Background: an optimization exercise with open tools, aiming at small area, a short achievable clock period and few clock cycles per item. Do not read the settings as production practice.
Where RTL was checked, it was by simulation tests only, not by an equivalence proof against the original.

== run A ==
==> flow/design.v (excerpt) <==
module hsl_to_rgb_converter_unit
(
  input  logic             clk_i,
  input  logic             rst_ni,
  input  logic             in_valid_i,
  output logic             in_ready_o,
  input  logic [hsl2rgb_pkg::HueW-1:0]  hue_degrees_i,
  input  logic [hsl2rgb_pkg::PctW-1:0]  saturation_pct_i,
  input  logic [hsl2rgb_pkg::PctW-1:0]  lightness_pct_i,
  output logic             out_valid_o,
  input  logic             out_ready_i,
  output logic [hsl2rgb_pkg::ChanW-1:0] red_o,
  output logic [hsl2rgb_pkg::ChanW-1:0] green_o,
  output logic [hsl2rgb_pkg::ChanW-1:0] blue_o
);
Size in the first run: ~110 flip-flops, roughly 53 I/O pins, ~19,000 um2 of cells after synthesis.
clock: 9.5 ns
lec_check: 0
abc_clock_period_in_ps: 6500
cap_margin: 20
core_margin: 2
core_utilization: 40
setup_slack_margin: 2.5
slew_margin: 20
run.sh (not shown) runs the stock make flow with config.mk's settings and CLKGATE_MAP_FILE= SYNTH_SCRIPT=/design/flow/synth_recipe.tcl, a recipe that flattens the netlist after the stock synthesis.
Relative to run A, the following input files were edited for run B:
- ABC_CLOCK_PERIOD_IN_PS: 6500 -> 5500
- SETUP_SLACK_MARGIN: 2.5 -> 3.5
## What came out
Met2 track demand over resource: run B and run A compared, lower one is run A
Changes observed in run B relative to run A: wire length after detailed routing increased by about 1.8% relative to the old numbers, final period demand of the worst path decreased by 290 ps relative to the old numbers, fmax increased by about 4.3% relative to the old numbers.
Delta (run B minus run A): final instance area picked up an extra 890 um2; worst hold slack across all endpoints closely matched the old numbers.
[compare] base=run A new=run B: depth of the worst register-to-register path grew by 3; largest driver fanout on the critical path shrank by 2.
No functional check of the RTL was part of any run of this note.

* * *

Another version of the RTL of hsl_to_rgb_converter_unit (not shown whole).
For scale: about 1900 cells after synthesis, roughly 150 flip-flops, ~53 I/O pins.
Settings: LEC_CHECK=0, ABC_CLOCK_PERIOD_IN_PS=4500, CAP_MARGIN=20, CORE_MARGIN=2, CORE_UTILIZATION=40, PLACE_DENSITY=0.45, SETUP_SLACK_MARGIN=4.3, SLEW_MARGIN=20; clock period 9.5 ns.
Testbench counts at the start, summed over its fixed seeds: cycles 12,032, items 12,000.
Next try:
- CORE_UTILIZATION: 40 -> 75
- PLACE_DENSITY: 0.45 -> not set
=>
- The new run completed without violations
- worst setup slack degrades by 76 ps
- core utilization grows by 38 points
- via count grows by a few percent
- die area shrinks by well over a third
Next try:
- CORE_UTILIZATION: 75 -> 40
- SETUP_SLACK_MARGIN: 4.3 -> 4.6
Outcome:
- synthesized area stays the same
- die area increases by 85%
- hold slack is worse by 5.8 ps
- sequential cell count stays the same
- routed wire length drops by 5.5%
- via count drops by 4.1%
- design area is higher by 4.4%

* * *

hsl_to_rgb_converter_unit, a different RTL version from the one above (not shown whole).
Size in the first run: roughly 1500 cells after synthesis, about 53 I/O pins, ~0.017 mm^2 of cells after synthesis.
Design hsl_to_rgb_converter_unit, start of the top module:
module hsl_to_rgb_converter_unit
(
  input  logic             clk_i,
  input  logic             rst_ni,
  input  logic             in_valid_i,
  output logic             in_ready_o,
  input  logic [hsl2rgb_pkg::HueW-1:0]  hue_degrees_i,
  input  logic [hsl2rgb_pkg::PctW-1:0]  saturation_pct_i,
  input  logic [hsl2rgb_pkg::PctW-1:0]  lightness_pct_i,
  output logic             out_valid_o,
  input  logic             out_ready_i,
  output logic [hsl2rgb_pkg::ChanW-1:0] red_o,
  output logic [hsl2rgb_pkg::ChanW-1:0] green_o,
  output logic [hsl2rgb_pkg::ChanW-1:0] blue_o
);
export LEC_CHECK = 0
export ABC_CLOCK_PERIOD_IN_PS = 4500
export CAP_MARGIN = 20
export CORE_MARGIN = 2
export CORE_UTILIZATION = 40
export SETUP_SLACK_MARGIN = 4.4
export SLEW_MARGIN = 20
create_clock -name core_clock -period 9.5 [get_ports {clk_i}]
standard.sh (not shown) runs the stock make flow with config.mk's settings and CLKGATE_MAP_FILE= SYNTH_SCRIPT=/design/flow/synth_recipe.tcl, a recipe that flattens the netlist after the stock synthesis.
==> flow/flow/run.sh <==
#!/bin/bash
# Layout flow: the standard flow, with one netlist step between synthesis and floorplan.
# flow/polfix.py removes inverters around the full and half adders of the synthesized
# netlist (full adders are self-dual, so some may work on complemented signals); the
# registers and every other cell stay as synthesis made them. Each tool's output goes to
# a log of its own: synth.log, polfix.log, layout.log.
set -euo pipefail
R=orfs/results/sky130hd/hsl_to_rgb_converter_unit/base
bash standard.sh synth > synth.log 2>&1
cp "$R/1_2_yosys.v" yosys_netlist.v
python3 flow/polfix.py yosys_netlist.v "$R/1_2_yosys.v" > polfix.log 2>&1
bash standard.sh > layout.log 2>&1
Other scripts of this flow, unchanged in this note and not shown: flow/flow/polfix.py
The baseline produced a clean layout.
Testbench counts at the start, summed over its fixed seeds: cycles 12,032, items 12,000.
Edit:
SETUP_SLACK_MARGIN = 4.6   (was 4.4)
What happened:
- non-clock buffer count rises by 35
- design area rises by 2.1%
- worst setup slack gains 0.10 ns
- clock-buffer cell count is unchanged
- core utilization rises by 0.97 points
- first-iteration DRC count rises by 13%
- die area stays the same
Edit:
CTS_BUF_LIST = sky130_fd_sc_hd__clkbuf_4 sky130_fd_sc_hd__clkbuf_8   (was not set)
SETUP_SLACK_MARGIN = 4.4   (was 4.6)
After rerunning: The changed run ran to the end with no violations; worst setup slack degrades by 0.11 ns; routed wire length went down by about 2.7%; die area does not change.

* * *

hsl_to_rgb_converter_unit with an RTL version that a note above also has.
For scale: roughly 1900 cells after synthesis, about 150 flip-flops, ~19000 um^2 of cells after synthesis.
make LEC_CHECK=0 ABC_CLOCK_PERIOD_IN_PS=4500 CAP_MARGIN=20 CORE_MARGIN=2 CORE_UTILIZATION=40 SETUP_SLACK_MARGIN=4.3 SLEW_MARGIN=20 finish   # period 9.5 ns
run.sh (not shown) runs the stock make flow with config.mk's settings and CLKGATE_MAP_FILE= SYNTH_SCRIPT=/design/flow/synth_recipe.tcl, a recipe that flattens the netlist after the stock synthesis.
Stock flow here: none of the scripts above is used.
Testbench counts at the start, summed over its fixed seeds: cycles 12,032, items 12,000.
Rerun with:
--- a/flow/config.mk
+++ b/flow/config.mk
@@ -9,5 +9,5 @@
 export CAP_MARGIN = 20
 export CORE_MARGIN = 2
-export CORE_UTILIZATION = 40
+export CORE_UTILIZATION = 60
 export SETUP_SLACK_MARGIN = 4.3
 export SLEW_MARGIN = 20
The new run finished with timing, DRC and antenna clean.
Wire length came out higher by 3.9%.
Cell area stays flat.
Synthesized cell count is unchanged.
Rerun with:
--- a/flow/config.mk
+++ b/flow/config.mk
@@ -9,5 +9,6 @@
 export CAP_MARGIN = 20
 export CORE_MARGIN = 2
-export CORE_UTILIZATION = 60
+export CORE_UTILIZATION = 40
+export PLACE_DENSITY = 0.75
 export SETUP_SLACK_MARGIN = 4.3
 export SLEW_MARGIN = 20
Result:
- The new run passed the timing, design-rule and antenna checks
- register-to-register slack barely changes
- global-route usage fell by 8.6 points
- design area came out higher by 0.49%
- cell count came out higher by 7.5%
- via count increases by 0.47%
- hold slack got worse by 0.0066 ns
- routed wire length went down by 1.7%
- utilization falls by 23 points
- first-iteration DRC count rose by 51%
- setup slack got worse by 0.0080 ns
Rerun with:
--- a/flow/config.mk
+++ b/flow/config.mk
@@ -10,5 +10,6 @@
 export CORE_MARGIN = 2
 export CORE_UTILIZATION = 40
-export PLACE_DENSITY = 0.75
-export SETUP_SLACK_MARGIN = 4.3
+export SETUP_SLACK_MARGIN = 4.6
 export SLEW_MARGIN = 20
+export SYNTH_HIERARCHICAL = 1
+export SYNTH_MINIMUM_KEEP_SIZE = 2000
- The changed run finished with timing, DRC and antenna clean
- setup slack gains 0.33 ns
- design area went up by 4.7%
- final cell count went up by 4.4%

* * *

Another version of the RTL of hsl_to_rgb_converter_unit (not shown whole).
For scale: about 17,000 um^2 of cells after synthesis.
export LEC_CHECK = 0
export ABC_CLOCK_PERIOD_IN_PS = 4500
export CAP_MARGIN = 20
export CORE_MARGIN = 2
export CORE_UTILIZATION = 40
export CTS_BUF_LIST = sky130_fd_sc_hd__clkbuf_4 sky130_fd_sc_hd__clkbuf_8
export SETUP_SLACK_MARGIN = 4.9
export SLEW_MARGIN = 20
create_clock -name core_clock -period 9.5 [get_ports {clk_i}]
standard.sh (not shown) runs the stock make flow with config.mk's settings and CLKGATE_MAP_FILE= SYNTH_SCRIPT=/design/flow/synth_recipe.tcl, a recipe that flattens the netlist after the stock synthesis.
Scripts as last shown in full above: flow/flow/run.sh
Other scripts of this flow, unchanged in this note and not shown: flow/flow/polfix.py
The starting point finished clean.
Testbench counts at the start, summed over its fixed seeds: cycles 12,032, items 12,000.
==> next run, changes <==
--- a/flow/config.mk
+++ b/flow/config.mk
@@ -12,3 +12,3 @@
 export CTS_BUF_LIST = sky130_fd_sc_hd__clkbuf_4 sky130_fd_sc_hd__clkbuf_8
-export SETUP_SLACK_MARGIN = 4.9
+export SETUP_SLACK_MARGIN = 4.65
 export SLEW_MARGIN = 20
=> The changed run finished with timing, DRC and antenna clean; wire length falls by 1.5%; clock-buffer cell count does not change; final cell count falls by 0.85%; non-clock buffer count decreases by 18; die area does not change; setup slack got worse by 0.17 ns; fmax decreases by 3.6%; core utilization is lower by 0.79 points.
==> next run, changes <==
--- a/flow/config.mk
+++ b/flow/config.mk
@@ -12,3 +12,3 @@
 export CTS_BUF_LIST = sky130_fd_sc_hd__clkbuf_4 sky130_fd_sc_hd__clkbuf_8
-export SETUP_SLACK_MARGIN = 4.65
+export SETUP_SLACK_MARGIN = 4.75
 export SLEW_MARGIN = 20
Outcome:
- via count barely changes
- sequential share of layout area hardly moves
- design area barely changes
- first-iteration DRC count fell by 1.7%
- non-clock buffer count drops by 1
- flip-flop and latch count stays the same
- register-to-register slack improved by 0.07 ns

==> afterwards: timing with drivers on the ports <==
Ports are ideal in the flow. The routed layouts listed here were re-timed in OpenROAD.
Step 1 (the two cells are an assumption about what drives the block):
set clk [get_ports {clk_i}]
set_driving_cell -lib_cell sky130_fd_sc_hd__clkbuf_16 $clk
set_driving_cell -lib_cell sky130_fd_sc_hd__buf_2 [delete_from_list [all_inputs] $clk]
Step 2, shift: input delay + t, output delay - t, t = (earliest + latest rising clock arrival at the registers) / 2. This alone moves slack from input paths to output paths.
Slacks: ideal ports / drivers / drivers and shift; pairs: ideal ports / drivers.
run | shift t [ns] | setup slack, ns | worst setup path at the end | clock arrival spread, ns | slew at the worst register clock pin (ns)
run A | 0.480 | 2.532 / 2.532 / 2.263 | input to register | 0.024 / 0.023 | 0.06 / 0.06
run B | 0.482 | 2.819 / 2.819 / 2.819 | register to register | 0.012 / 0.012 | 0.06 / 0.06
the first run of note 2 | 0.526 | 4.278 / 4.278 / 4.130 | input to register | 0.014 / 0.014 | 0.07 / 0.07
the second run of note 2 | 0.478 | 4.201 / 4.201 / 4.201 | register to register | 0.011 / 0.012 | 0.07 / 0.07
the third run of note 2 | 0.490 | 4.447 / 4.447 / 4.447 | register to register | 0.011 / 0.012 | 0.07 / 0.07
the first run of note 3 | 0.484 | 4.537 / 4.537 / 4.298 | input to register | 0.010 / 0.011 | 0.07 / 0.07
the second run of note 3 | 0.487 | 4.637 / 4.637 / 4.433 | input to register | 0.011 / 0.011 | 0.07 / 0.07
the third run of note 3 | 0.503 | 4.526 / 4.526 / 4.275 | input to register | 0.020 / 0.020 | 0.09 / 0.09
the first run of note 4 | 0.520 | 4.359 / 4.338 / 4.230 | input to register | 0.010 / 0.011 | 0.06 / 0.06
the second run of note 4 | 0.486 | 4.274 / 4.274 / 3.921 | input to register | 0.009 / 0.010 | 0.07 / 0.07
the third run of note 4 | 0.485 | 4.266 / 4.266 / 4.099 | input to register | 0.012 / 0.012 | 0.07 / 0.07
the fourth run of note 4 | 0.495 | 4.597 / 4.597 / 4.209 | input to register | 0.010 / 0.010 | 0.07 / 0.07
the first run of note 5 | 0.532 | 4.903 / 4.903 / 4.903 | register to register | 0.021 / 0.021 | 0.10 / 0.10
the second run of note 5 | 0.533 | 4.731 / 4.711 / 4.711 | input to output | 0.024 / 0.024 | 0.11 / 0.11
the third run of note 5 | 0.532 | 4.834 / 4.834 / 4.834 | register to register | 0.023 / 0.023 | 0.11 / 0.11
After both steps setup and hold are still met in every run listed. The setup slack of the fourth run of note 4, which loses most, moves by 0.000 ns with the drivers and by -0.388 ns with both steps.
